Source: an optimization exercise on an open RTL-to-GDS flow (aim: small area and a short achievable clock period). Production flows keep margins and buffers that such runs may drop. At most, simulation tests tie the RTL to the original design; equivalence was not proved. Function not checked in run 4: the RTL went through the layout flow alone. Power is estimated from default activity; no workload was simulated.

<file path="flow/config.mk">
export PLATFORM = sky130hd
export DESIGN_NAME = dmem_responder
export DESIGN_NICKNAME = dmem_responder
export VERILOG_FILES = /design/flow/design.v
export SDC_FILE = /design/flow/constraint.sdc
export NUM_CORES = 4
export LEC_CHECK = 0
export CAP_MARGIN = 20
export CORE_MARGIN = 2
export CORE_UTILIZATION = 75
export CTS_CLUSTER_DIAMETER = 70
export CTS_CLUSTER_SIZE = 24
export SETUP_SLACK_MARGIN = 2.9
export SLEW_MARGIN = 20
export SYNTH_HIERARCHICAL = 1
</file>
<file path="flow/constraint.sdc">
create_clock -name core_clock -period 5.0 [get_ports {clk}]
set_input_delay 1.0000 -clock core_clock [delete_from_list [all_inputs] [get_ports {clk}]]
set_output_delay 1.0000 -clock core_clock [all_outputs]
set_load 0.01 [all_outputs]
</file>
<file path="flow/design.v">
package dmem_pkg;
  localparam int DMEM_DEPTH = 64;
endpackage
module dmem_lane (
  input  logic       clk,
  input  logic       s,
  input  logic       sn,
  input  logic [7:0] d,
  output logic [7:0] q
);
  always_ff @(posedge clk) begin
    q <= ({8{s}} & d) | ({8{sn}} & q);
  end
endmodule
module dmem_wdec (
  input  logic a,
  input  logic b,
  output logic s,
  output logic sn
);
  logic sn_s;
  assign sn_s = ~(a & b);
  assign sn   = sn_s;
  dmem_inv u_inv (.a(sn_s), .y(s));
endmodule
module dmem_inv (
  input  logic a,
  output logic y
);
  assign y = ~a;
endmodule
module dmem_rdec (
  input  logic a,
  input  logic b,
  output logic y
);
  assign y = a & b;
endmodule
module dmem_rd2 (
  input  logic [31:0] a,
  input  logic [31:0] b,
  input  logic        sa,
  input  logic        sb,
  output logic [31:0] y_n
);
  assign y_n = ~(({32{sa}} & a) | ({32{sb}} & b));
endmodule
module dmem_nand2 (
  input  logic [31:0] a,
  input  logic [31:0] b,
  output logic [31:0] y
);
  assign y = ~(a & b);
endmodule
module dmem_nand3 (
  input  logic [31:0] a,
  input  logic [31:0] b,
  input  logic [31:0] c,
  output logic [31:0] y
);
  assign y = ~(a & b & c);
endmodule
module dmem_nand4 (
  input  logic [31:0] a,
  input  logic [31:0] b,
  input  logic [31:0] c,
  input  logic [31:0] d,
  output logic [31:0] y
);
  assign y = ~(a & b & c & d);
endmodule
module dmem_nor3 (
  input  logic [31:0] a,
  input  logic [31:0] b,
  input  logic [31:0] c,
  output logic [31:0] y
);
  assign y = ~(a | b | c);
endmodule
module dmem_array #(
  parameter int DEPTH = 64
) (
  input  logic             clk,
  input  logic             rst_n,
  input  logic [7:0]       wa,        
  input  logic [31:0]      wbl,       
  input  logic [31:0]      wdata,
  input  logic [7:0]       ra,        
  input  logic [7:0]       rb,        
  input  logic             hold,      
  input  logic [31:0]      rq,        
  output logic [31:0]      rnext      
);
  logic [31:0] mem_q [DEPTH];
  logic [31:0] t1_n [33];    
  logic [31:0] t2 [9];       
  logic [31:0] t3_n [3];     
  logic [31:0] rmux_s;
  logic [DEPTH-1:0] rsel;
  for (genvar k = 0; k < DEPTH; k++) begin : g_rsel
    dmem_rdec u_rdec (.a(ra[k / 8]), .b(rb[k % 8]), .y(rsel[k]));
  end
  for (genvar k = 0; k < DEPTH; k++) begin : g_word
    for (genvar l = 0; l < 4; l++) begin : g_lane
      logic s, sn;
      dmem_wdec u_dec (
        .a (wa[k / 8]),
        .b (wbl[8*l + k % 8]),
        .s (s),
        .sn(sn)
      );
      dmem_lane u_lane (
        .clk(clk),
        .s  (s),
        .sn (sn),
        .d  (wdata[8*l +: 8]),
        .q  (mem_q[k][8*l +: 8])
      );
    end
  end
  for (genvar j = 0; j < DEPTH / 2; j++) begin : g_rd1
    dmem_rd2 u_rd (
      .a (mem_q[2*j]), .b (mem_q[2*j+1]),
      .sa(rsel[2*j]), .sb(rsel[2*j+1]),
      .y_n(t1_n[j])
    );
  end
  dmem_nand2 u_hold (.a({32{hold}}), .b(rq), .y(t1_n[32]));
  for (genvar j = 0; j < 6; j++) begin : g_rd2
    dmem_nand4 u_g (.a(t1_n[4*j]), .b(t1_n[4*j+1]), .c(t1_n[4*j+2]),
                    .d(t1_n[4*j+3]), .y(t2[j]));
  end
  for (genvar j = 0; j < 3; j++) begin : g_rd2b
    dmem_nand3 u_g (.a(t1_n[24+3*j]), .b(t1_n[24+3*j+1]), .c(t1_n[24+3*j+2]),
                    .y(t2[6+j]));
  end
  for (genvar j = 0; j < 3; j++) begin : g_rd3
    dmem_nor3 u_g (.a(t2[3*j]), .b(t2[3*j+1]), .c(t2[3*j+2]), .y(t3_n[j]));
  end
  dmem_nand3 u_rd4 (.a(t3_n[0]), .b(t3_n[1]), .c(t3_n[2]), .y(rmux_s));
  assign rnext = rmux_s;
endmodule
module dmem_responder #(
  parameter int WAIT_CYCLES = 1,
  parameter int DEPTH       = dmem_pkg::DMEM_DEPTH
) (
  input  logic        clk,
  input  logic        rst_n,
  input  logic        req,
  input  logic        we,
  input  logic [7:0]  addr,
  input  logic [31:0] wdata,
  input  logic [3:0]  be,
  output logic [31:0] rdata,
  output logic        ack,
  output logic        err
);
  localparam int AW = $clog2(DEPTH);
  logic        idle_r, busy_r, resp_r, mis_r;
  logic        ack_r, err_r;
  logic        accept_s, mis_in_s, go_s, rgo_s;
  logic [3:0]  be_s;
  logic [7:0]       wa_r;
  logic [31:0]      cap_wdata_r;
  logic [31:0]      wbl_r;
  logic [7:0]       ahi_s, alo_s;
  logic             rd_r;
  logic [7:0]       ra_r, rb_r;
  logic [31:0]      rnext_s;
  logic [31:0]      rdata_r;
  logic             rstf_r;
  assign accept_s = idle_r & req;
  assign mis_in_s = |addr[1:0];
  assign go_s     = accept_s & ~mis_in_s;
  assign rgo_s    = go_s & ~we;
  always_comb begin
    for (int i = 0; i < 8; i++) begin
      ahi_s[i] = (addr[7:5] == 3'(i));
      alo_s[i] = (addr[4:2] == 3'(i));
    end
  end
  assign be_s     = be;
  always_ff @(posedge clk or negedge rst_n) begin
    if (!rst_n) begin
      idle_r  <= 1'b1;
      busy_r  <= 1'b0;
      resp_r  <= 1'b0;
      mis_r   <= 1'b0;
      ack_r   <= 1'b0;
      err_r   <= 1'b0;
      wbl_r   <= '0;
      rd_r    <= 1'b0;
      ra_r    <= '0;
    end else begin
      idle_r  <= (idle_r & ~req) | resp_r | mis_r;
      busy_r  <= go_s;
      mis_r   <= accept_s & mis_in_s;
      resp_r  <= busy_r;
      ack_r   <= resp_r | mis_r;
      err_r   <= mis_r;
      for (int l = 0; l < 4; l++) begin
        wbl_r[8*l +: 8] <= {8{go_s & we & be_s[l]}} & alo_s;
      end
      rd_r    <= rgo_s;
      ra_r    <= {8{rgo_s}} & ahi_s;
    end
  end
  always_ff @(posedge clk) begin
    wa_r        <= ahi_s;
    rb_r        <= alo_s;
    cap_wdata_r <= wdata;
  end
  dmem_array #(.DEPTH(DEPTH)) u_array (
    .clk  (clk),
    .rst_n(rst_n),
    .wa   (wa_r),
    .wbl  (wbl_r),
    .wdata(cap_wdata_r),
    .ra   (ra_r),
    .rb   (rb_r),
    .hold (~rd_r & ~rstf_r),
    .rq   (rdata_r),
    .rnext(rnext_s)
  );
  always_ff @(posedge clk) begin
    rdata_r <= rnext_s;
  end
  always_ff @(posedge clk or negedge rst_n) begin
    if (!rst_n) begin
      rstf_r <= 1'b1;
    end else begin
      rstf_r <= 1'b0;
    end
  end
  assign rdata = rdata_r;
  assign ack = ack_r;
  assign err = err_r;
endmodule
</file>
<file path="flow/run.sh">
#!/bin/bash
# synth_recipe.tcl (not shown) runs the flow's synth.tcl, then flattens the netlist and writes it again
# the make line also repeats each setting of config.mk as NAME=value (left out here)
make -C /OpenROAD-flow-scripts/flow DESIGN_CONFIG=/design/flow/config.mk WORK_HOME=/design/flow/orfs CLKGATE_MAP_FILE= SYNTH_SCRIPT=/design/flow/synth_recipe.tcl finish
</file>
==> load_flow_metrics.sql, run 1 <==
INSERT INTO impl_metrics (metric_group, metric, value, unit) VALUES
('synthesis', 'ys_seq_elements', '2176', ''),
('power_and_ir_drop', 'leakagePower', '0.03292', 'µW'),
('synthesis', 'post_synth.cell_area_avg', '11.45', 'µm²'),
('clock_tree', 'cts.reportedPaths.clkPinSlew', '100', 'ps'),
('sta', 'worst_pin_slew', '1201', 'ps'),
('route', 'detail_route.wl_per_cell', '28.76', 'µm'),
('global_routing', 'initial_antenna_violation_count', '3', ''),
('sta', 'totalNegativeSetupSlack', '0', 'ps'),
('sta', 'hold_viol_final', '0', ''),
('placed_design', 'port_buffers', '81', ''),
('global_routing', 'grt_pass1_vias', '57270', ''),
('setup_path', 'cp_slowest_stage_delay', '420', 'ps'),
('synthesis', 'syn_inst', '7067', ''),
('placed_design', 'finalWeightedCongestion', '0.9384', ''),
('global_routing', 'global_route.usage.met1', '55.09', '%'),
('route', 'route.antenna.remaining_nets', '0', ''),
('clock_tree', 'tritoncts', 'built', ''),
('placed_design', 'post_dp_cell_area', '78510', 'µm²'),
('route', 'drt-total-wl', '233300', 'µm'),
('global_routing', 'gr-usage-met3', '6.081', '%'),
('floorplanning', 'io_pins', '82', ''),
('sta', 'worst_slew_margin_rel', '19.96', '%'),
('synthesis', 'yosysSeqAreaShare', '54.14', '%'),
('floorplanning', 'chipHeight', '332.5', 'µm'),
('sta', 'finalMaxSlewViolations', '0', ''),
('final_layout', 'share_of_post_route_cells_with_drive_strength_above_1', '7.967', '%'),
('setup_path', 'critical_path.reg2reg.startpoint', 'rb_r[5]', ''),
('run', 'max-cap-violations', '0', ''),
('clock_tree', 'cts.root.buffer_cell', 'clkbuf_16', ''),
('setup_path', 'critPathRequiredTime', '4000', 'ps'),
('floorplanning', 'fp.dieW', '332.5', 'µm'),
('global_routing', 'grt.busiest_layer', 'met2', ''),
('sta', 'finalClockSkew', '26.59', 'ps'),
('setup_path', 'path_cells', 'buf_6', ''),
('synthesis', 'yosys_warnings', '13', ''),
('setup_path', 'cp_slowest_cell', 'dfxtp_4', ''),
('sta', 'finalSetupViolCount', '0', ''),
('setup_path', 'critical_path_arrival', '1290', 'ps'),
('outcome', 'status', 'no timing/DRC/antenna violations', ''),
('setup_path', 'timing.setup.critical_path_class', 'reg -> out', ''),
('global_routing', 'grt.total_usage', '40.44', '%'),
('sta', 'fin_crit', '2286', 'ps'),
('placed_design', 'dp_worst_setup_slack', '2218', 'ps'),
('power_and_ir_drop', 'ir_worst_vdd', '0.3496', 'mV'),
('clock_tree', 'clockBufferDepth', '3', ''),
('synthesis', 'synth.distinct_cells', '28', ''),
('global_routing', 'grt_use_met2', '60.44', '%'),
('route', 'number_of_remaining_drc_errors', '0', ''),
('global_routing', 'grt_first_pass_wirelength', '350500', 'µm'),
('synthesis', 'total_nets_after_synthesis', '7115', ''),
('sta', 'rsz0062_at_grt', 'yes', ''),
('setup_path', 'rrSetupSlack', '2850', 'ps'),
('sta', 'max_freq', '437.5', 'MHz'),
('sta', 'timing.final.crit_share', '45.71', '%'),
('floorplanning', 'core_region_area', '107100', 'µm²'),
('sta', 'fin_ws', '2714', 'ps'),
('setup_path', 'critPathMaxFanout', '2', ''),
('power_and_ir_drop', 'combPwrFrac', '1.8', '%'),
('power_and_ir_drop', 'p_clk_share', '36.0', '%'),
('route', 'num_vias', '61440', ''),
('power_and_ir_drop', 'net_switching_fraction_of_the_power', '21.77', '%'),
('global_routing', 'grt_start_max_net_pins', '65', ''),
('global_routing', 'global_route.overflow_total', '0', ''),
('power_and_ir_drop', 'power_report.internal_total', '21820', 'µW'),
('setup_path', 'r2r.worst_path.cells', '6', ''),
('floorplanning', 'floorplan.initialDensity', '75.58', '%'),
('setup_path', 'worst_setup_path_start_kind', 'flip-flop', ''),
('final_layout', 'num-fill-cells', '7139', ''),
('setup_path', 'critical_path.reg2reg.endpoint', 'rdata_r[8]', ''),
('final_layout', 'layout_cell_area_excl_fill', '82570', 'µm²'),
('hold_path', 'hold_class', 'in -> async', '');
sequential cells by signal, summed over array words and instances, names as in the netlist, 8 cells and up:
name,flops
cap_wdata_r,32
ra_r,8
rb_r,8
rdata_r,32
u_array.g_word.g_lane.u_lane.q,2048
wa_r,8
wbl_r,32
kinds of logic (layout without fill, tap and decap cells):
group | Yosys count | count (layout) | share of synthesized area, %
compound gates | 3074 | 3074 | 31.69
other cells | 1 | 5 | 0.004635
buf+inv | 978 | 614 | 8.398
flops | 2176 | 2176 | 54.14
simple gates | 838 | 838 | 5.765
power groups by stage:
stage          combinational (µW)  clock, µW  sequential (µW)
2_1_floorplan                19.5          0            17900
3_3_place_gp                  466          0            17800
3_5_place_dp                  473          0            17800
4_1_cts                       474      10100            17300
5_1_grt                       503      10700            17400
6_report                      493      10100            17300
per-module statistics from Yosys (local to each module, per instance), excerpt:
module,cells,copies in the design,flops+latches,cell area (µm²)
dmem_wdec,1,256,0,3.754
dmem_nand4,32,6,0,200.2
dmem_lane,18,256,8,246.5
dmem_nand3,32,4,0,160.2
dmem_responder,219,1,128,3317
dmem_inv,1,256,0,3.754
dmem_nand2,32,1,0,120.1
dmem_rd2,38,32,0,289.0
dmem_rdec,1,64,0,6.256
dmem_nor3,32,3,0,320.3
cell type report:
cell class | count | area (µm²) | area share, %
Inverter | 267 | 1002 | 1.214
Antenna cell | 4 | 10.01 | 0.01212
Clock buffer | 128 | 2934 | 3.554
Multi-Input combinational cell | 3913 | 30830 | 37.34
Sequential cell | 2176 | 43980 | 53.27
Tap cell | 1403 | 1755 | 2.126
Timing Repair Buffer | 185 | 1675 | 2.029
Clock inverter | 34 | 379.1 | 0.4592
layout by cell type (no fill, tap or decap), types with 10 or more instances in the layout:
| master | instances |
|---|---|
| dfxtp_1 | 2063 |
| a22o_1 | 2048 |
| a22oi_1 | 974 |
| nand2_1 | 289 |
| inv_1 | 267 |
| nand4_1 | 192 |
| nand3_1 | 133 |
| clkbuf_16 | 113 |
| buf_4 | 92 |
| nor3_2 | 58 |
| and2_1 | 51 |
| a22oi_2 | 50 |
| clkdlybuf4s50_1 | 46 |
| buf_6 | 43 |
| nor3_4 | 38 |
| nor3_1 | 37 |
| dfrtp_1 | 33 |
| dfxtp_2 | 33 |
| dfxtp_4 | 32 |
| dfrtp_2 | 13 |
| and2_2 | 10 |
| clkbuf_1 | 10 |
Yosys cell counts:
cell type,count,area share (%)
nand3_1,133,0.82
nand3b_1,3,0.028
buf_6,353,4.9
nor4_1,4,0.031
nor3_1,37,0.23
or3b_1,4,0.043
a21o_2,1,0.011
inv_1,267,1.2
or2_2,1,0.0077
clkbuf_1,3,0.014
nand4_1,192,1.5
dfrtp_1,46,1.4
nand2_1,289,1.3
dfstp_2,2,0.065
nor3_2,96,1.2
nand2b_1,3,0.023
a22o_1,2048,22
and2_1,64,0.49
dfxtp_1,2128,53
conb_1,1,0.0046
buf_2,352,2.2
nor2_1,9,0.042
o211a_1,1,0.012
a22oi_1,1024,9.5
nand4bb_1,1,0.014
buf_8,3,0.056
or3_1,1,0.0077
or4_1,1,0.0093
worst max-delay path by stage:
stage / cells after the start / startpoint / endpoint
detailed placement: 3 / addr[1] / wbl_r[31]
floorplan: 4 / addr[1] / wbl_r[30]
CTS: 1 / rdata_r[16] / rdata[16]
finish: 1 / rdata_r[16] / rdata[16]
global placement: 3 / addr[1] / wbl_r[22]
global route: 1 / rdata_r[16] / rdata[16]
layer usage:
metal,share of wire (%),wire length (µm),vias to the layer above
met1,40,92960,30320
li1,-,-,26520
met2,43,101000,3860
met5,0,0,-
met3,9.8,22870,738
met4,7.0,16430,0
metrics by stage:
stage	util (%)	hold slack (ps)	cells	total power (µW)
finish	77.13	265.3	8110	27900
global route	77.12	306.5	8109	28530
CTS	76.81	356.4	8106	27880
detailed placement	73.34	337.9	7944	18250
global placement	73.34	333.8	7944	18240
floorplan	-	331.2	7067	17950
timing repair:
action / in CTS / in global routing
pin swaps: 21 / 31
gates resized for setup: 286 / 82
setup endpoints to repair: 63 / 264
buffers inserted: 0 / 0
cloned: 0 / 0
==> run 2: changes to the inputs <==
--- a/flow/config.mk
+++ b/flow/config.mk
@@ -9,3 +9,3 @@
 export CORE_MARGIN = 2
-export CORE_UTILIZATION = 75
+export CORE_UTILIZATION = 80
 export CTS_CLUSTER_DIAMETER = 70
==> run 2 against run 1 <==
Against the previous run:
- die area shrank 6.2%
- final cell count decreased by 1.5%
- routed wire length is 2.1% lower
- critical path depth unchanged
- via count up 1.1%
- non-clock buffer count rose by 2
- register-to-register slack barely moved
- worst setup slack improved by 14 ps
- sequential power barely moved
- first-iteration DRC count is 5.2% higher
- clock skew decreased by 1.8 ps
- flip-flop and latch count unchanged
==> load_flow_metrics.sql, run 2 <==
INSERT INTO impl_metrics (metric_group, metric, value, unit) VALUES
('setup_path', 'r2r.worst_path.cells', '6', ''),
('synthesis', 'syn_inst', '7067', ''),
('global_routing', 'grt_pass1_vias', '58200', ''),
('final_layout', 'leading_cell_type_in_the_layout_fill_and_taps_excluded', 'dfxtp_1', ''),
('route', 'drt-total-wl', '228400', 'µm'),
('floorplanning', 'floorplan.initialDensity', '80.79', '%'),
('clock_tree', 'tritoncts', 'built', ''),
('sta', 'finalMaxSlewViolations', '0', ''),
('floorplanning', 'row_count', '116', ''),
('synthesis', 'post_synth.cell_area_avg', '11.45', 'µm²'),
('floorplanning', 'fp.dieW', '322.0', 'µm'),
('global_routing', 'grt_start_max_net_pins', '65', ''),
('clock_tree', 'cts.root.buffer_cell', 'clkbuf_16', ''),
('synthesis', 'synth_top_flop_cell', 'dfxtp_1', ''),
('sta', 'fin_ws', '2728', 'ps'),
('synthesis', 'synth_top_cell_by_area', 'dfxtp_1', ''),
('synthesis', 'synth_top_cell_area_share', '52.65', '%'),
('global_routing', 'global_route.overflow_total', '0', ''),
('power_and_ir_drop', 'leakagePower', '0.03289', 'µW'),
('power_and_ir_drop', 'power_per_cell_area', '335.5', 'nW/µm²'),
('run', 'max-cap-violations', '0', ''),
('sta', 'finalClockSkew', '24.84', 'ps'),
('synthesis', 'synth_enable_flop_cells', '0', ''),
('clock_tree', 'htreeDepth', '3', ''),
('clock_tree', 'cts_inserted_buffers', '106', ''),
('clock_tree', 'worstSkewPairLatency', '740', 'ps'),
('setup_path', 'cp_slowest_stage_delay', '420', 'ps'),
('placed_design', 'post_dp_cell_area', '78380', 'µm²'),
('hold_path', 'hold_class', 'in -> async', ''),
('final_layout', 'mostFrequentLayoutCells', 'dfxtp_1 (2061), a22o_1 (2048), a22oi_1 (982)', ''),
('setup_path', 'critical_path.reg2reg.startpoint', 'rb_r[5]', ''),
('sta', 'totalNegativeSetupSlack', '0', 'ps'),
('sta', 'max_freq', '440.2', 'MHz'),
('setup_path', 'rrSetupSlack', '2860', 'ps'),
('clock_tree', 'clockBufferDepth', '3', ''),
('setup_path', 'critical_path_arrival', '1270', 'ps'),
('placed_design', 'finalWeightedCongestion', '0.9648', ''),
('final_layout', 'area.sequential', '43970', 'µm²'),
('sta', 'worst_pin_slew', '1170', 'ps'),
('sta', 'timing.final.crit_share', '45.43', '%'),
('sta', 'hold_viol_final', '0', ''),
('clock_tree', 'clock_sink_count', '2176', ''),
('floorplanning', 'chipHeight', '322.0', 'µm'),
('synthesis', 'synth.distinct_cells', '28', ''),
('placed_design', 'dp_worst_setup_slack', '2193', 'ps'),
('setup_path', 'cp_slowest_cell', 'dfxtp_4', ''),
('placed_design', 'port_buffers', '81', ''),
('final_layout', 'registers.top_by_ff_count', 'u_array.g_word.g_lane.u_lane.q', ''),
('route', 'number_of_remaining_drc_errors', '0', ''),
('clock_tree', 'cts.reportedPaths.clkPinSlew', '90', 'ps'),
('setup_path', 'worst_setup_path_start_kind', 'flip-flop', ''),
('route', 'dr.pass1.iters', '8', ''),
('global_routing', 'grt_first_pass_wirelength', '344300', 'µm'),
('final_layout', 'number_of_flip_flops_in_the_largest_register', '2048', ''),
('synthesis', 'yosys_warnings', '13', ''),
('placed_design', 'place.detailed.hpwl', '146700', 'µm'),
('synthesis', 'synthesis.area', '80910', 'µm²'),
('synthesis', 'ys_seq_elements', '2176', ''),
('synthesis', 'synthArstFlopShare', '2.206', '%'),
('setup_path', 'path_cells', 'buf_6', ''),
('floorplanning', 'io_pins', '82', ''),
('sta', 'fin_crit', '2272', 'ps'),
('setup_path', 'timing.setup.critical_path_class', 'reg -> out', ''),
('setup_path', 'critPathMaxFanout', '2', ''),
('final_layout', 'layout_cell_area_excl_fill', '82230', 'µm²'),
('synthesis', 'synth_common_cells', 'dfxtp_1 (2128), a22o_1 (2048), a22oi_1 (1024)', ''),
('sta', 'rsz0062_at_grt', 'yes', ''),
('final_layout', 'multiInputGateArea', '30820', 'µm²'),
('setup_path', 'critPathRequiredTime', '4000', 'ps'),
('global_routing', 'initial_antenna_violation_count', '5', ''),
('final_layout', 'layout.nets', '6699', ''),
('route', 'dr.first_iter.drc_count', '9183', ''),
('synthesis', 'yosysSeqAreaShare', '54.14', '%'),
('synthesis', 'post-synth-top-count-cell', 'dfxtp_1', ''),
('route', 'detail_route.wl_per_cell', '28.59', 'µm'),
('synthesis', 'total_nets_after_synthesis', '7115', ''),
('power_and_ir_drop', 'ir_worst_vdd', '0.3522', 'mV'),
('floorplanning', 'core_region_area', '100100', 'µm²'),
('route', 'vias_per_cell', '7.775', ''),
('outcome', 'status', 'no timing/DRC/antenna violations', ''),
('final_layout', 'num-fill-cells', '6019', ''),
('global_routing', 'grt.total_usage', '42.51', '%'),
('route', 'route.antenna.remaining_nets', '0', ''),
('setup_path', 'path_delay_family', 'flip-flops', ''),
('setup_path', 'critical_path.reg2reg.endpoint', 'rdata_r[12]', ''),
('floorplanning', 'design.die.area', '103700', 'µm²'),
('sta', 'finalSetupViolCount', '0', ''),
('synthesis', 'synth_area_leaders', 'dfxtp_1 (53%), a22o_1 (22%), a22oi_1 (9.5%), buf_6 (4.9%), buf_2 (2.2%)', ''),
('sta', 'worst_slew_margin_rel', '22.03', '%'),
('setup_path', 'setup.worst_path.end_class', 'output port', ''),
('route', 'num_vias', '62110', ''),
('setup_path', 'crit_buf_inv', '1', ''),
('final_layout', 'share_of_post_route_cells_with_drive_strength_above_1', '7.553', '%'),
('final_layout', 'areaGrowthSynthToFinish', '1.633', '%');
==> run 2: what timing repair did <==
action,4_1_cts,5_1_grt
gates resized for setup,269,87
endpoints found under the setup margin,62,71
pin swaps,22,20
buffers inserted,1,0
hold buffers,0,0
==> run 2: routing by layer <==
| metal | vias up | track usage [%] | share of wire (%) |
|---|---|---|---|
| met5 | - | 0 | 0.0048 |
| met4 | 2 | 29.00 | 7.9 |
| li1 | 26470 | - | - |
| met3 | 847 | 7.187 | 11 |
| met1 | 30520 | 56.21 | 38 |
| met2 | 4271 | 64.19 | 43 |
==> run 2: how the worst max path moves through the flow <==
stage,cells after the start,from,end
3_5_place_dp,3,addr[1],wbl_r[18]
5_1_grt,1,rdata_r[26],rdata[26]
2_1_floorplan,4,addr[1],wbl_r[30]
6_report,1,rdata_r[26],rdata[26]
4_1_cts,1,rdata_r[31],rdata[31]
3_3_place_gp,3,req,ra_r[4]
==> run 2: cells by family (layout without fill, tap and decap cells) <==
| group | Yosys count | in the layout | share of synthesized area, % |
|---|---|---|---|
| flip-flops | 2176 | 2176 | 54.14 |
| AO/OA/AOI/OAI | 3074 | 3074 | 31.69 |
| other | 1 | 5 | 0.004635 |
| AND/OR/NAND/NOR | 838 | 838 | 5.765 |
| buffers and inverters | 978 | 597 | 8.398 |
==> run 2: power by group <==
group          switching, µW  internal, µW  total [µW]
clock                   5490          4250        9750
combinational            408          59.3         467
sequential              48.3         17300       17400
==> run 2: area by class of cell <==
cell class,count,area share (%)
sequential,2176,53.47
antenna,4,0.01217
clock inverter,22,0.3287
timing repair buffer,187,2.051
clock buffer,121,3.461
tap,1298,1.975
inverter,267,1.219
multi-input combinational,3913,37.48
==> run 2: metrics by stage <==
stage                     utilization (%)  power, µW  hold slack (ps)  cells
final                               82.11      27590            267.9   7988
after CTS                           81.73      27550            356.3   7984
after global routing                82.11      28220            291.4   7987
after floorplan                         -      17950            331.2   7067
after detailed placement            78.26      18240            345.5   7840
after global placement              78.26      18230            341.1   7840
==> run 2: modules after synthesis, one instance, submodules excluded, excerpt <==
module | cells inside | area [µm²] | flip-flops and latches | times used
dmem_wdec | 1 | 3.754 | 0 | 256
dmem_rdec | 1 | 6.256 | 0 | 64
dmem_inv | 1 | 3.754 | 0 | 256
dmem_nand3 | 32 | 160.2 | 0 | 4
dmem_lane | 18 | 246.5 | 8 | 256
dmem_nor3 | 32 | 320.3 | 0 | 3
dmem_responder | 219 | 3317 | 128 | 1
dmem_nand2 | 32 | 120.1 | 0 | 1
dmem_nand4 | 32 | 200.2 | 0 | 6
dmem_rd2 | 38 | 289.0 | 0 | 32
==> run 3: changes to the inputs <==
--- a/flow/config.mk
+++ b/flow/config.mk
@@ -12,2 +12,3 @@
 export CTS_CLUSTER_SIZE = 24
+export PLACE_DENSITY = 0.9
 export SETUP_SLACK_MARGIN = 2.9
==> run 3 against run 2 <==
Against the previous run:
- still clean on timing, DRC and antenna
- via count is 0.84% higher
- first-iteration DRC count is 0.20% lower
- worst setup slack worse by 13 ps
- power is 1.2% lower
- non-clock buffer count stayed put
- critical path type unchanged
==> load_flow_metrics.sql, run 3 <==
INSERT INTO impl_metrics (metric_group, metric, value, unit) VALUES
('outcome', 'status', 'no timing/DRC/antenna violations', ''),
('placed_design', 'post-place-cells', '7840', ''),
('floorplanning', 'chipHeight', '322.0', 'µm'),
('global_routing', 'global_route.overflow_total', '0', ''),
('clock_tree', 'htreeDepth', '3', ''),
('synthesis', 'synth_top_cell_area_share', '52.65', '%'),
('floorplanning', 'fp.dieW', '322.0', 'µm'),
('route', 'dr.first_iter.drc_count', '9165', ''),
('clock_tree', 'cts.reportedPaths.clkPinSlew', '90', 'ps'),
('setup_path', 'cp_slowest_stage_delay', '410', 'ps'),
('sta', 'finalMaxSlewViolations', '0', ''),
('global_routing', 'grt_first_pass_wirelength', '347800', 'µm'),
('run', 'max-cap-violations', '0', ''),
('setup_path', 'path_delay_family', 'flip-flops', ''),
('setup_path', 'setup.worst_path.end_class', 'output port', ''),
('setup_path', 'r2r.worst_path.cells', '6', ''),
('setup_path', 'worst_setup_path_start_kind', 'flip-flop', ''),
('synthesis', 'synth_area_leaders', 'dfxtp_1 (53%), a22o_1 (22%), a22oi_1 (9.5%), buf_6 (4.9%), buf_2 (2.2%)', ''),
('setup_path', 'cp_slowest_cell', 'dfxtp_4', ''),
('final_layout', 'number_of_flip_flops_in_the_largest_register', '2048', ''),
('final_layout', 'area.sequential', '43960', 'µm²'),
('sta', 'hold_viol_final', '0', ''),
('sta', 'finalClockSkew', '29.01', 'ps'),
('sta', 'worst_pin_slew', '1076', 'ps'),
('clock_tree', 'cts_inserted_buffers', '104', ''),
('floorplanning', 'row_count', '116', ''),
('setup_path', 'rrSetupSlack', '2840', 'ps'),
('synthesis', 'post_synth.cell_area_avg', '11.45', 'µm²'),
('final_layout', 'mostFrequentLayoutCells', 'dfxtp_1 (2064), a22o_1 (2048), a22oi_1 (1004)', ''),
('route', 'detail_route.wl_per_cell', '28.85', 'µm'),
('power_and_ir_drop', 'ir_worst_vdd', '0.3310', 'mV'),
('global_routing', 'grt_pass1_vias', '59200', ''),
('final_layout', 'layout.nets', '6697', ''),
('route', 'dr.pass1.iters', '7', ''),
('setup_path', 'path_cells', 'buf_6', ''),
('setup_path', 'critPathMaxFanout', '2', ''),
('synthesis', 'synth_enable_flop_cells', '0', ''),
('setup_path', 'critical_path.reg2reg.startpoint', 'rb_r[4]', ''),
('final_layout', 'num-fill-cells', '5823', ''),
('sta', 'timing.final.crit_share', '45.69', '%'),
('hold_path', 'hold_class', 'in -> async', ''),
('synthesis', 'yosysSeqAreaShare', '54.14', '%'),
('route', 'route.antenna.remaining_nets', '0', ''),
('floorplanning', 'design.die.area', '103700', 'µm²'),
('clock_tree', 'clock_sink_count', '2176', ''),
('synthesis', 'synthArstFlopShare', '2.206', '%'),
('floorplanning', 'io_pins', '82', ''),
('placed_design', 'port_buffers', '81', ''),
('synthesis', 'ys_seq_elements', '2176', ''),
('route', 'num_vias', '62630', ''),
('synthesis', 'synth_top_cell_by_area', 'dfxtp_1', ''),
('synthesis', 'synth_top_flop_cell', 'dfxtp_1', ''),
('sta', 'rsz0062_at_grt', 'yes', ''),
('setup_path', 'critical_path_arrival', '1280', 'ps'),
('clock_tree', 'cts.root.buffer_cell', 'clkbuf_16', ''),
('placed_design', 'finalWeightedCongestion', '0.9342', ''),
('synthesis', 'total_nets_after_synthesis', '7115', ''),
('sta', 'fin_crit', '2284', 'ps'),
('clock_tree', 'worstSkewPairLatency', '760', 'ps'),
('final_layout', 'share_of_post_route_cells_with_drive_strength_above_1', '7.018', '%'),
('setup_path', 'critical_path.reg2reg.endpoint', 'rdata_r[11]', ''),
('floorplanning', 'core_region_area', '100100', 'µm²'),
('global_routing', 'initial_antenna_violation_count', '3', ''),
('synthesis', 'synthesis.area', '80910', 'µm²'),
('final_layout', 'instances_no_fill', '7985', ''),
('synthesis', 'syn_inst', '7067', ''),
('final_layout', 'leading_cell_type_in_the_layout_fill_and_taps_excluded', 'dfxtp_1', ''),
('clock_tree', 'tritoncts', 'built', ''),
('floorplanning', 'floorplan.initialDensity', '80.79', '%'),
('route', 'vias_per_cell', '7.844', ''),
('sta', 'finalSetupViolCount', '0', ''),
('clock_tree', 'clockBufferDepth', '3', ''),
('global_routing', 'grt.total_usage', '42.76', '%'),
('setup_path', 'crit_buf_inv', '1', ''),
('sta', 'max_freq', '437.7', 'MHz'),
('final_layout', 'multiInputGateArea', '30610', 'µm²'),
('route', 'drt-total-wl', '230300', 'µm'),
('power_and_ir_drop', 'power_per_cell_area', '333.1', 'nW/µm²'),
('route', 'number_of_remaining_drc_errors', '0', ''),
('setup_path', 'critPathRequiredTime', '4000', 'ps'),
('power_and_ir_drop', 'leakagePower', '0.03274', 'µW'),
('synthesis', 'synth.distinct_cells', '28', ''),
('global_routing', 'grt_start_max_net_pins', '65', ''),
('final_layout', 'areaGrowthSynthToFinish', '1.150', '%'),
('synthesis', 'post-synth-top-count-cell', 'dfxtp_1', ''),
('sta', 'totalNegativeSetupSlack', '0', 'ps'),
('sta', 'worst_slew_margin_rel', '28.27', '%'),
('synthesis', 'yosys_warnings', '13', ''),
('setup_path', 'timing.setup.critical_path_class', 'reg -> out', ''),
('synthesis', 'synth_common_cells', 'dfxtp_1 (2128), a22o_1 (2048), a22oi_1 (1024)', ''),
('placed_design', 'place.detailed.hpwl', '147000', 'µm'),
('final_layout', 'registers.top_by_ff_count', 'u_array.g_word.g_lane.u_lane.q', '');
==> run 3: changes by cell type in the layout (fill, tap and decap cells not counted), moves of 5 or more <==
cell       previous run  this run
nor3_2               52        67
a22oi_1             982      1004
a22oi_2              42        20
buf_6                44        49
nor3_4               44        29
clkbuf_16           112       105
==> run 3: worst max path at each step <==
stage	startpoint	endpoint	slack [ps]	cells after the start
floorplan	addr[1]	wbl_r[30]	3120	4
global placement	req	ra_r[4]	2280	3
detailed placement	req	ra_r[4]	2190	3
CTS	rdata_r[12]	rdata[12]	2710	1
global route	rdata_r[10]	rdata[10]	2700	1
finish	rdata_r[10]	rdata[10]	2720	1
==> run 3: routing by layer <==
layer / up-vias / part of all wire (%) / track usage [%]
met5: - / 0.0078 / 0
met4: 2 / 8.1 / 30.48
met3: 944 / 11 / 7.049
met2: 4634 / 43 / 64.57
met1: 30560 / 38 / 56.12
li1: 26490 / - / -
==> run 3: modules after synthesis, one instance, submodules excluded, a selection <==
module | flip-flops and latches | cell area (µm²) | times used
dmem_inv | 0 | 3.754 | 256
dmem_lane | 8 | 246.5 | 256
dmem_nand2 | 0 | 120.1 | 1
dmem_nand3 | 0 | 160.2 | 4
dmem_nor3 | 0 | 320.3 | 3
dmem_rd2 | 0 | 289.0 | 32
dmem_rdec | 0 | 6.256 | 64
dmem_wdec | 0 | 3.754 | 256
==> run 3: final cells by class <==
class	instances	area share [%]
Antenna cell	4	0.01223
Clock buffer	117	3.290
Clock inverter	23	0.2905
Inverter	267	1.225
Multi-Input combinational cell	3913	37.41
Sequential cell	2176	53.72
Tap cell	1298	1.984
Timing Repair Buffer	187	2.075
==> run 3: timing repair <==
item / CTS / global route
setup endpoints to repair: 61 / 65
hold buffers: 0 / 0
buffers inserted: 0 / 1
pin swaps: 11 / 20
gates resized for setup: 260 / 52
==> run 3: cells by family (layout without fill, tap and decap cells) <==
group,Yosys count,count (layout),share of synthesized area [%]
compound gates,3074,3074,31.69
buf+inv,978,594,8.398
other cells,1,5,0.004635
simple gates,838,838,5.765
flops,2176,2176,54.14
==> run 3: through the flow <==
stage / area (µm²) / power (µW) / utilization, % / worst slack (ps) / hold WS (ps)
global placement: 78380 / 18230 / 78.26 / 2284 / 334.6
floorplan: 80910 / 17950 / - / 3118 / 331.2
finish: 81840 / 27260 / 81.72 / 2716 / 248.0
detailed placement: 78380 / 18240 / 78.26 / 2194 / 341.1
global route: 81830 / 27860 / 81.72 / 2705 / 300.2
CTS: 81620 / 27200 / 81.50 / 2707 / 359.2
==> run 3: report_power, final <==
group	leakage, µW	internal [µW]	total [µW]	switching (µW)
Clock	0.00143	3940	9420	5480
Sequential	0.0178	17300	17300	18.3
Combinational	0.0135	59.3	497	437
Total	0.0327	21300	27300	5930
==> run 4: changes to the inputs <==
--- a/flow/design.v
+++ b/flow/design.v
@@ -17,2 +17,3 @@
   input  logic b,
+  input  logic c,
   output logic s,
@@ -21,3 +22,3 @@
   logic sn_s;
-  assign sn_s = ~(a & b);
+  assign sn_s = ~(a & b & c);
   assign sn   = sn_s;
@@ -85,3 +86,4 @@
   input  logic [7:0]       wa,        
-  input  logic [31:0]      wbl,       
+  input  logic [7:0]       wb,        
+  input  logic [3:0]       wlane,     
   input  logic [31:0]      wdata,
@@ -89,4 +91,3 @@
   input  logic [7:0]       rb,        
-  input  logic             hold,      
-  input  logic [31:0]      rq,        
+  input  logic             rd,        
   output logic [31:0]      rnext      
@@ -94,2 +95,3 @@
   logic [31:0] mem_q [DEPTH];
+  logic [31:0] rdata_r;
   logic [31:0] t1_n [33];    
@@ -107,3 +109,4 @@
         .a (wa[k / 8]),
-        .b (wbl[8*l + k % 8]),
+        .b (wb[k % 8]),
+        .c (wlane[l]),
         .s (s),
@@ -127,3 +130,3 @@
   end
-  dmem_nand2 u_hold (.a({32{hold}}), .b(rq), .y(t1_n[32]));
+  dmem_nand2 u_hold (.a({32{~rd}}), .b(rdata_r), .y(t1_n[32]));
   for (genvar j = 0; j < 6; j++) begin : g_rd2
@@ -140,2 +143,9 @@
   dmem_nand3 u_rd4 (.a(t3_n[0]), .b(t3_n[1]), .c(t3_n[2]), .y(rmux_s));
+  always_ff @(posedge clk or negedge rst_n) begin
+    if (!rst_n) begin
+      rdata_r <= 32'h0000_0000;
+    end else begin
+      rdata_r <= rmux_s;
+    end
+  end
   assign rnext = rmux_s;
@@ -163,10 +173,10 @@
   logic [7:0]       wa_r;
+  logic [7:0]       lo_r;     
   logic [31:0]      cap_wdata_r;
-  logic [31:0]      wbl_r;
+  logic [3:0]       wlane_r;
   logic [7:0]       ahi_s, alo_s;
   logic             rd_r;
-  logic [7:0]       ra_r, rb_r;
+  logic [7:0]       ra_r;
   logic [31:0]      rnext_s;
   logic [31:0]      rdata_r;
-  logic             rstf_r;
   assign accept_s = idle_r & req;
@@ -190,3 +200,3 @@
       err_r   <= 1'b0;
-      wbl_r   <= '0;
+      wlane_r <= 4'b0000;
       rd_r    <= 1'b0;
@@ -200,5 +210,3 @@
       err_r   <= mis_r;
-      for (int l = 0; l < 4; l++) begin
-        wbl_r[8*l +: 8] <= {8{go_s & we & be_s[l]}} & alo_s;
-      end
+      wlane_r <= {4{go_s & we}} & be_s;
       rd_r    <= rgo_s;
@@ -209,3 +217,3 @@
     wa_r        <= ahi_s;
-    rb_r        <= alo_s;
+    lo_r        <= alo_s;
     cap_wdata_r <= wdata;
@@ -216,8 +224,8 @@
     .wa   (wa_r),
-    .wbl  (wbl_r),
+    .wb   (lo_r),
+    .wlane(wlane_r),
     .wdata(cap_wdata_r),
     .ra   (ra_r),
-    .rb   (rb_r),
-    .hold (~rd_r & ~rstf_r),
-    .rq   (rdata_r),
+    .rb   (lo_r),
+    .rd   (rd_r),
     .rnext(rnext_s)
@@ -227,9 +235,2 @@
   end
-  always_ff @(posedge clk or negedge rst_n) begin
-    if (!rst_n) begin
-      rstf_r <= 1'b1;
-    end else begin
-      rstf_r <= 1'b0;
-    end
-  end
   assign rdata = rdata_r;
--- a/flow/config.mk
+++ b/flow/config.mk
@@ -9,6 +9,5 @@
 export CORE_MARGIN = 2
-export CORE_UTILIZATION = 80
+export CORE_UTILIZATION = 75
 export CTS_CLUSTER_DIAMETER = 70
 export CTS_CLUSTER_SIZE = 24
-export PLACE_DENSITY = 0.9
 export SETUP_SLACK_MARGIN = 2.9
==> run 4 against run 3 <==
Against the previous run:
- still clean on timing, DRC and antenna
- worst setup slack worse by 15 ps
- clock skew up 4.1 ps
- synthesized area up 0.20%
- die area up 6.8%
- worst hold slack better by 84 ps
- sequential power about the same
- power up 4.1%
- routed wire length up 9.5%
- largest power group unchanged
==> load_flow_metrics.sql, run 4 <==
INSERT INTO impl_metrics (metric_group, metric, value, unit) VALUES
('placed_design', 'finalWeightedCongestion', '0.9791', ''),
('global_routing', 'global_route.usage.met1', '60.03', '%'),
('clock_tree', 'worstSkewPairLatency', '750', 'ps'),
('power_and_ir_drop', 'ir_worst_vdd', '0.3976', 'mV'),
('synthesis', 'synth_area_leaders', 'dfxtp_1 (53%), a22o_1 (22%), a22oi_1 (9.5%), buf_6 (4.9%), nand3_1 (2.4%)', ''),
('final_layout', 'share_of_post_route_cells_with_drive_strength_above_1', '11.52', '%'),
('setup_path', 'critPathMaxFanout', '1', ''),
('final_layout', 'areaGrowthSynthToFinish', '4.462', '%'),
('synthesis', 'syn_inst', '7023', ''),
('floorplanning', 'fp.dieW', '332.8', 'µm'),
('setup_path', 'cp_slowest_cell', 'dfrtp_1', ''),
('clock_tree', 'cts.reportedPaths.clkPinSlew', '90', 'ps'),
('route', 'detail_route.wl_per_cell', '30.99', 'µm'),
('setup_path', 'setup.worst_path.end_class', 'output port', ''),
('route', 'num_vias', '64130', ''),
('synthesis', 'synth_enable_flop_cells', '0', ''),
('sta', 'totalNegativeSetupSlack', '0', 'ps'),
('sta', 'timing.final.crit_share', '45.98', '%'),
('placed_design', 'port_buffers', '81', ''),
('floorplanning', 'chipHeight', '332.8', 'µm'),
('route', 'drt-total-wl', '252300', 'µm'),
('synthesis', 'post_synth.cell_area_avg', '11.54', 'µm²'),
('sta', 'hold_viol_final', '0', ''),
('setup_path', 'crit_buf_inv', '1', ''),
('sta', 'finalMaxSlewViolations', '0', ''),
('sta', 'worst_slew_margin_rel', '29.95', '%'),
('setup_path', 'timing.setup.critical_path_class', 'reg -> out', ''),
('sta', 'fin_crit', '2299', 'ps'),
('clock_tree', 'tritoncts', 'built', ''),
('clock_tree', 'clockBufferDepth', '3', ''),
('route', 'vias_per_cell', '7.878', ''),
('global_routing', 'grt_pass1_vias', '58790', ''),
('synthesis', 'yosysSeqAreaShare', '54.12', '%'),
('setup_path', 'path_delay_family', 'flip-flops', ''),
('sta', 'finalClockSkew', '33.09', 'ps'),
('sta', 'finalSetupViolCount', '0', ''),
('power_and_ir_drop', 'power_per_cell_area', '335.1', 'nW/µm²'),
('floorplanning', 'floorplan.initialDensity', '75.62', '%'),
('power_and_ir_drop', 'share_seq_of_total_power', '61.4', '%'),
('final_layout', 'number_of_flip_flops_in_the_largest_register', '2048', ''),
('final_layout', 'leading_cell_type_in_the_layout_fill_and_taps_excluded', 'dfxtp_1', ''),
('synthesis', 'synth_top_cell_by_area', 'dfxtp_1', ''),
('outcome', 'status', 'no timing/DRC/antenna violations', ''),
('global_routing', 'grt_first_pass_wirelength', '370200', 'µm'),
('setup_path', 'critical_path_arrival', '1300', 'ps'),
('clock_tree', 'clock_sink_count', '2179', ''),
('placed_design', 'dp_worst_setup_slack', '2108', 'ps'),
('sta', 'rsz0062_at_grt', 'yes', ''),
('synthesis', 'synth_top_cell_area_share', '52.55', '%');
run 4: repair_timing:
item                                    in CTS  in global routing
gates cloned                                 2                  6
endpoints found under the setup margin    1698                665
pin swaps                                   70                108
buffers inserted                            34                  9
hold endpoints to repair                     0                  0
gates resized for setup                    429                205
run 4: final timing paths:
kind,slack [ps],to,from,depth (start not counted)
worst max-delay path,2700,err,err_r,1
worst min-delay path,330,u_array.rdata_r[6],rst_n,1
worst max register to register,2780,rdata_r[1],ra_r[1],7
worst min register to register,360,resp_r,busy_r,0
max in group asynchronous,3950,wlane_r[0],rst_n,1
min in group core_clock,360,resp_r,busy_r,0
run 4: cell type report:
class / count / area (µm²) / area share, %
flip-flops and latches: 2179 / 44080 / 52.06
multi-input cells: 3883 / 31700 / 37.44
clock buffers: 140 / 3040 / 3.590
repair buffers: 241 / 2675 / 3.159
well taps: 1403 / 1755 / 2.073
inverters: 259 / 972.2 / 1.148
clock inverters: 32 / 445.4 / 0.5260
diodes: 4 / 10.01 / 0.01182
run 4: per-stage QoR:
| step | cells | area [µm²] | total power (µW) | hold WS [ps] | utilization [%] |
|---|---|---|---|---|---|
| after detailed placement | 7914 | 78820 | 18310 | 337.1 | 73.53 |
| after floorplan | 7023 | 81070 | 17980 | 331.2 | - |
| after global routing | 8137 | 84680 | 28970 | 360.8 | 78.99 |
| after global placement | 7914 | 78820 | 18310 | 333.9 | 73.53 |
| final | 8141 | 84690 | 28380 | 331.9 | 79.00 |
| after CTS | 8122 | 83780 | 28330 | 335.8 | 78.15 |
run 4: per-module statistics from Yosys, one instance, submodules excluded, excerpt:
module	times used	area (µm²)	cells inside	flip-flops and latches
dmem_wdec	256	5.005	1	0
dmem_rd2	32	289.0	38	0
dmem_nor3	3	320.3	32	0
dmem_responder	1	2351	142	99
dmem_nand4	6	200.2	32	0
dmem_nand3	4	160.2	32	0
dmem_lane	256	246.5	18	8
dmem_inv	256	3.754	1	0
run 4: power groups by stage:
stage	registers, µW	clock network [µW]	logic [µW]
floorplan	18000	0	13.5
global placement	17900	0	428
detailed placement	17900	0	433
CTS	17400	10400	528
global route	17400	11000	559
finish	17400	10400	560
run 4: per-layer routing:
metal / vias up / share of wire, %
met5: - / 0.015
met4: 6 / 6.7
met3: 782 / 12
met2: 4863 / 42
met1: 31720 / 39
li1: 26770 / -
run 4: logic make-up (layout without fill, tap and decap cells):
| logic type | after synthesis | count (layout) | synth area share (%) |
|---|---|---|---|
| compound gates | 3073 | 3073 | 31.62 |
| flops | 2179 | 2179 | 54.12 |
| buf+inv | 963 | 672 | 8.262 |
| simple gates | 808 | 810 | 5.997 |
| other cells | 0 | 4 | 0 |

what the ideal ports hide:
How much do the figures lean on ideal ports? The routed layouts below were timed once more, with nothing changed but the port constraints.
Step 1 (the two cells are an assumption about what drives the block):
set clk [get_ports {clk}]
set_driving_cell -lib_cell sky130_fd_sc_hd__clkbuf_16 $clk
set_driving_cell -lib_cell sky130_fd_sc_hd__buf_2 [delete_from_list [all_inputs] $clk]
Step 2 moves the port delays by t, midway between the first and last clock arrival at a register: inputs arrive t later, outputs are due t later. That takes back most of the time a late clock gives input paths.
a / b / c = no drivers / after step 1 / after step 2; a / b = the first two.
run | shift t [ns] | setup WS [ns] | hold WS [ns] | pins driven straight from the clock port
run 1 | 0.822 | 2.714 / 2.635 / 2.279 | 0.265 / 0.217 / 0.358 | 1
run 2 | 0.806 | 2.728 / 2.652 / 2.305 | 0.268 / 0.222 / 0.356 | 1
run 3 | 0.825 | 2.716 / 2.636 / 2.297 | 0.248 / 0.193 / 0.354 | 1
run 4 | 0.810 | 2.701 / 2.621 / 2.325 | 0.332 / 0.285 / 0.356 | 1
After both steps setup and hold are still met in every run listed. For run 1, which loses most, drivers alone change the setup slack by -0.079 ns; drivers and shift together by -0.435 ns.
